This is an optimization exercise on Yosys and OpenROAD, whose aim is small area, a short achievable clock period and few clock cycles per item, not a production implementation.

==> job 9513: inputs <==
==> flow/design.v <==
module bpm_pos_calc (
    input  logic        clk,
    input  logic        rst,
    input  logic        data_valid,
    input  logic [31:0] A_IN,
    input  logic [31:0] B_IN,
    input  logic [31:0] C_IN,
    input  logic [31:0] D_IN,
    input  logic [15:0] Diameter,
    output logic [24:0] X,
    output logic [24:0] Y,
    output logic [33:0] S,
    output logic [1:0]  err,
    output logic        busy,
    output logic        rdy
);
    logic [31:0] a_r, c_r;
    logic [32:0] sab, scd;
    logic [22:0] kr;
    logic [32:0] rx, ry;
    logic [25:0] vx, vy;
    logic [4:0]  cnt;
    logic        last;
    assign last = (cnt == 5'd23);
    logic b24, b23;
    assign b24 = (Diameter >= 16'd33555);
    assign b23 = ((Diameter >= 16'd16778) && !b24) || (Diameter >= 16'd50332);
    logic [22:0] p125;
    assign p125 = {kr[15:0], 7'b0} - {7'b0, kr[15:0]} - {6'b0, kr[15:0], 1'b0};
    function automatic logic [34:0] add3(input logic [34:0] p, input logic [34:0] x,
                                         input logic [34:0] y);
        logic [34:0] sm, cy;
        sm = p ^ x ^ y;
        cy = (p & x) | (p & y) | (x & y);
        add3 = sm + {cy[33:0], 1'b1};
    endfunction
    function automatic logic [34:0] step_r(input logic [32:0] r, input logic [31:0] a,
                                           input logic [32:0] s, input logic k);
        logic [34:0] r2, ka, c0, c1, c2;
        r2 = {1'b0, r, 1'b0};
        ka = {3'b0, a & {32{k}}};
        c0 = r2 + ka;
        c1 = add3(r2, ka, ~{2'b0, s});
        c2 = add3(r2, ka, ~{1'b0, s, 1'b0});
        if (!c2[34])      step_r = {2'd2, c2[32:0]};
        else if (!c1[34]) step_r = {2'd1, c1[32:0]};
        else              step_r = {2'd0, c0[32:0]};
    endfunction
    function automatic logic [25:0] step_v(input logic [25:0] v, input logic k,
                                           input logic [1:0] t);
        logic [24:0] vm1, vp1, vp2;
        vm1 = v[24:0] - 25'd1;
        vp1 = v[24:0] + 25'd1;
        vp2 = v[24:0] + 25'd2;
        case ({k, t})
            3'b000, 3'b101: step_v = {v[24:0], k};
            3'b001, 3'b110: step_v = {vp1, k};
            3'b010:         step_v = {vp2, 1'b0};
            default:        step_v = {vm1, 1'b1};
        endcase
    endfunction
    function automatic logic [24:0] fin_res(input logic [25:0] v, input logic [32:0] r,
                                            input logic [32:0] s, input logic t);
        logic [24:0] vp1, vp2;
        logic        vneg, vm1, rnz, r2eq;
        vp1  = v[24:0] + 25'd1;
        vp2  = v[24:0] + 25'd2;
        vneg = v[25];
        vm1  = (v == '1);
        rnz  = (r != 33'd0);
        r2eq = ({r, 1'b0} == {1'b0, s});
        if (s == 33'd0)  fin_res = 25'd0;
        else if (!t)     fin_res = (vneg && rnz) ? vp1 : v[24:0];
        else             fin_res = (vneg && !vm1 && !r2eq) ? vp2 : vp1;
    endfunction
    logic [1:0]  tx, ty;
    logic [32:0] nrx, nry;
    assign {tx, nrx} = step_r(rx, a_r, sab, kr[22]);
    assign {ty, nry} = step_r(ry, c_r, scd, kr[22]);
    always_ff @(posedge clk or posedge rst) begin
        if (rst) begin
            busy <= 1'b0;
            rdy  <= 1'b0;
            X    <= '0;
            Y    <= '0;
            S    <= '0;
            err  <= '0;
        end else begin
            rdy <= 1'b0;
            if (!busy) begin
                busy <= data_valid;
            end else if (last) begin
                busy <= 1'b0;
                rdy  <= 1'b1;
                X    <= fin_res(vx, rx, sab, tx[0]);
                Y    <= fin_res(vy, ry, scd, ty[0]);
                S    <= {1'b0, sab} + {1'b0, scd};
                err  <= {scd == 33'd0, sab == 33'd0};
            end
        end
    end
    always_ff @(posedge clk) begin
        if (!busy) begin
            a_r <= A_IN;
            c_r <= C_IN;
            sab <= {1'b0, A_IN} + {1'b0, B_IN};
            scd <= {1'b0, C_IN} + {1'b0, D_IN};
        end
    end
    always_ff @(posedge clk) begin
        if (!busy) begin
            rx  <= b24 ? {1'b0, A_IN} : 33'd0;
            ry  <= b24 ? {1'b0, C_IN} : 33'd0;
            vx  <= {26{b24}};
            vy  <= {26{b24}};
            kr  <= {b23, 6'd0, Diameter};
            cnt <= 5'd0;
        end else begin
            rx  <= nrx;
            ry  <= nry;
            vx  <= step_v(vx, kr[22], tx);
            vy  <= step_v(vy, kr[22], ty);
            cnt <= cnt + 5'd1;
            if (cnt == 5'd0) kr <= {p125[20:0], 2'b00};
            else             kr <= {kr[21:0], 1'b0};
        end
    end
endmodule
==> flow/run.sh <==
#!/bin/bash
# synth_recipe.tcl (not shown) runs the flow's synth.tcl, then flattens the netlist and writes it again
# the make line also repeats each setting of config.mk as NAME=value (left out here)
make -C /OpenROAD-flow-scripts/flow DESIGN_CONFIG=/design/flow/config.mk WORK_HOME=/design/flow/orfs CLKGATE_MAP_FILE= SYNTH_SCRIPT=/design/flow/synth_recipe.tcl finish
==> flow/config.mk <==
export PLATFORM = sky130hd
export DESIGN_NAME = bpm_pos_calc
export DESIGN_NICKNAME = bpm_pos_calc
export VERILOG_FILES = /design/flow/design.v
export SDC_FILE = /design/flow/constraint.sdc
export NUM_CORES = 4
export LEC_CHECK = 0
export CAP_MARGIN = 20
export CORE_MARGIN = 2
export CORE_UTILIZATION = 40
export SETUP_SLACK_MARGIN = 5
export SLEW_MARGIN = 20
==> flow/constraint.sdc <==
create_clock -name core_clock -period 13.0 [get_ports {clk}]
set_input_delay 2.6000 -clock core_clock [delete_from_list [all_inputs] [get_ports {clk}]]
set_output_delay 2.6000 -clock core_clock [all_outputs]
set_load 0.01 [all_outputs]
==> inputs of job 3044, as changes to job 9513 <==
==> flow/design.v, changed modules only <==
module bpm_pos_calc (
    input  logic        clk,
    input  logic        rst,
    input  logic        data_valid,
    input  logic [31:0] A_IN,
    input  logic [31:0] B_IN,
    input  logic [31:0] C_IN,
    input  logic [31:0] D_IN,
    input  logic [15:0] Diameter,
    output logic [24:0] X,
    output logic [24:0] Y,
    output logic [33:0] S,
    output logic [1:0]  err,
    output logic        busy,
    output logic        rdy
);
    logic [31:0] a_r, c_r;
    logic [32:0] sab, scd;
    logic [22:0] kr;
    logic [32:0] rx, ry;
    logic [25:0] vx, vy;
    logic [4:0]  cnt;
    logic        fin;
    logic b24, b23;
    assign b24 = (Diameter >= 16'd33555);
    assign b23 = ((Diameter >= 16'd16778) && !b24) || (Diameter >= 16'd50332);
    logic [22:0] p125;
    assign p125 = {kr[15:0], 7'b0} - {7'b0, kr[15:0]} - {6'b0, kr[15:0], 1'b0};
    function automatic logic [34:0] step_r(input logic [32:0] r, input logic [31:0] a,
                                           input logic [32:0] s, input logic k);
        logic [34:0] c0, c1, c2, ka;
        ka = {3'b0, a & {32{k}}};
        c0 = {1'b0, r, 1'b0} + ka;
        c1 = {1'b0, r, 1'b0} + ka - {2'b0, s};
        c2 = {1'b0, r, 1'b0} + ka - {1'b0, s, 1'b0};
        if (!c2[34])      step_r = {2'd2, c2[32:0]};
        else if (!c1[34]) step_r = {2'd1, c1[32:0]};
        else              step_r = {2'd0, c0[32:0]};
    endfunction
    function automatic logic [25:0] step_v(input logic [25:0] v, input logic k,
                                           input logic [1:0] t);
        logic [25:0] w;
        w = {v[24:0], 1'b0} - {25'd0, k};
        step_v = t[1] ? w + 26'd4 : (t[0] ? w + 26'd2 : w);
    endfunction
    function automatic logic [24:0] fin_res(input logic [25:0] v, input logic [32:0] r,
                                            input logic z);
        logic up;
        up = v[25] && (r != 33'd0);
        fin_res = z ? 25'd0 : (v[25:1] + {24'd0, up});
    endfunction
    logic [1:0]  tx, ty;
    logic [32:0] nrx, nry;
    assign {tx, nrx} = step_r(rx, a_r, sab, kr[22]);
    assign {ty, nry} = step_r(ry, c_r, scd, kr[22]);
    always_ff @(posedge clk or posedge rst) begin
        if (rst) begin
            busy <= 1'b0;
            fin  <= 1'b0;
            rdy  <= 1'b0;
            X    <= '0;
            Y    <= '0;
            S    <= '0;
            err  <= '0;
        end else begin
            rdy <= 1'b0;
            if (!busy) begin
                busy <= data_valid;
            end else if (fin) begin
                busy <= 1'b0;
                fin  <= 1'b0;
                rdy  <= 1'b1;
                X    <= fin_res(vx, rx, sab == 33'd0);
                Y    <= fin_res(vy, ry, scd == 33'd0);
                S    <= {1'b0, sab} + {1'b0, scd};
                err  <= {scd == 33'd0, sab == 33'd0};
            end else if (cnt == 5'd23) begin
                fin  <= 1'b1;
            end
        end
    end
    logic bz, dz;
    assign bz = (B_IN == 32'd0);
    assign dz = (D_IN == 32'd0);
    always_ff @(posedge clk) begin
        if (!busy) begin
            a_r <= A_IN;
            c_r <= C_IN;
            sab <= {1'b0, A_IN} + {1'b0, B_IN};
            scd <= {1'b0, C_IN} + {1'b0, D_IN};
            rx  <= (b24 && !bz) ? {1'b0, A_IN} : 33'd0;
            ry  <= (b24 && !dz) ? {1'b0, C_IN} : 33'd0;
            vx  <= b24 ? (bz ? 26'd1 : '1) : 26'd0;
            vy  <= b24 ? (dz ? 26'd1 : '1) : 26'd0;
            kr  <= {b23, 6'd0, Diameter};
            cnt <= 5'd0;
        end else if (!fin) begin
            rx  <= nrx;
            ry  <= nry;
            vx  <= step_v(vx, kr[22], tx);
            vy  <= step_v(vy, kr[22], ty);
            cnt <= cnt + 5'd1;
            if (cnt == 5'd0) kr <= {p125[20:0], 2'b00};
            else             kr <= {kr[21:0], 1'b0};
        end
    end
endmodule
==> flow/flow/run.sh (new file) <==
#!/bin/bash
set -euo pipefail
bash standard.sh SETUP_SLACK_MARGIN=7 finish > standard_make.log 2>&1
==> flow/standard.sh (new file) <==
#!/bin/bash
# synth_recipe.tcl (not shown) runs the flow's synth.tcl, then flattens the netlist and writes it again
# the make line also repeats each setting of config.mk as NAME=value (left out here)
make -C /OpenROAD-flow-scripts/flow DESIGN_CONFIG=/design/flow/config.mk WORK_HOME=/design/flow/orfs CLKGATE_MAP_FILE= SYNTH_SCRIPT=/design/flow/synth_recipe.tcl "${@:-finish}"
SETUP_SLACK_MARGIN = default   (was 5)
removed: flow/run.sh
==> comparison table <==
Area of combinational cells with multiple inputs: job 9513 26,400 um^2; job 3044 23,300 um^2
Tap cells: job 9513 1,186; job 3044 1,070
Max stage delay on crit path: job 9513 780 ps; job 3044 420 ps
Layout Cells excl Fill: job 9513 5,653; job 3044 5,248
Non-Clock Inverter Count: job 9513 197; job 3044 220
Maximum number of pins on one net before global-route repair: job 9513 93; job 3044 159
Final period utilization: job 9513 0.500; job 3044 0.492
Drt first pass iters: job 9513 6; job 3044 9
Hold path startpoint: job 9513 kr[16]; job 3044 kr[16]
Max transition margin: job 9513 0.288; job 3044 0.196
Metal1 wirelength: job 9513 58,800 um; job 3044 49,600 um
Unrepaired setup endpoints after global routing: job 9513 no; job 3044 yes
Met3 wire len: job 9513 10,500 um; job 3044 7300 um
Post-detailed-routing wire length: job 9513 131,000 um; job 3044 113,000 um
Number of global-route vias before repair: job 9513 32,472; job 3044 28,919
Share of flip-flops with an asynchronous set or reset: job 9513 0.242; job 3044 0.245
Post-synthesis instance area: job 9513 36,900 um^2; job 3044 33,300 um^2
Area delta synth->final: job 9513 13.3%; job 3044 25.7%
Flip-flop and latch count after synthesis: job 9513 363; job 3044 364
Global-route track usage on met3: job 9513 0.0500; job 3044 0.0328
Slew at the pin closest to its max-slew limit: job 9513 1070 ps; job 3044 1200 ps
Termination of the worst setup path: job 9513 vy[15]; job 3044 ry[28]
Iteration-0 DRC Markers: job 9513 3,050; job 3044 2,389
Total cell area at the placement stage: job 9513 40,200 um^2; job 3044 36,800 um^2
Result of the run: job 9513 complete, no violations; job 3044 complete, no violations
No run of this note included a check of the RTL's function; only the layout flow was run.

[what the ideal ports hide]
The flow's constraints put no driver on any port. The routed layouts listed below were extracted and timed again, unchanged, in two steps.
Step 1: set_driving_cell puts a clkbuf_16 on clk and a buf_2 on each other input, an assumption about the parent block.
Step 2 also shifts input and output timing later by t, the mid clock arrival at the registers, as if the neighbouring blocks saw the same clock.
Slacks: no drivers / after step 1 / after step 2; pairs: no drivers / after step 1.
run | t, ns | setup slack, ns | worst register clock-pin slew, ns | worst slew at a driven data input, ns
job 9513 | 0.669 | 6.494 / 6.494 / 6.273 | 0.07 / 0.07 | 0.08
job 3044 | 0.665 | 6.610 / 6.610 / 6.515 | 0.07 / 0.07 | 0.06
After both steps setup and hold are still met in every run listed. The setup slack of job 9513, which loses most, moves by 0.000 ns with the drivers and by -0.221 ns with both steps.
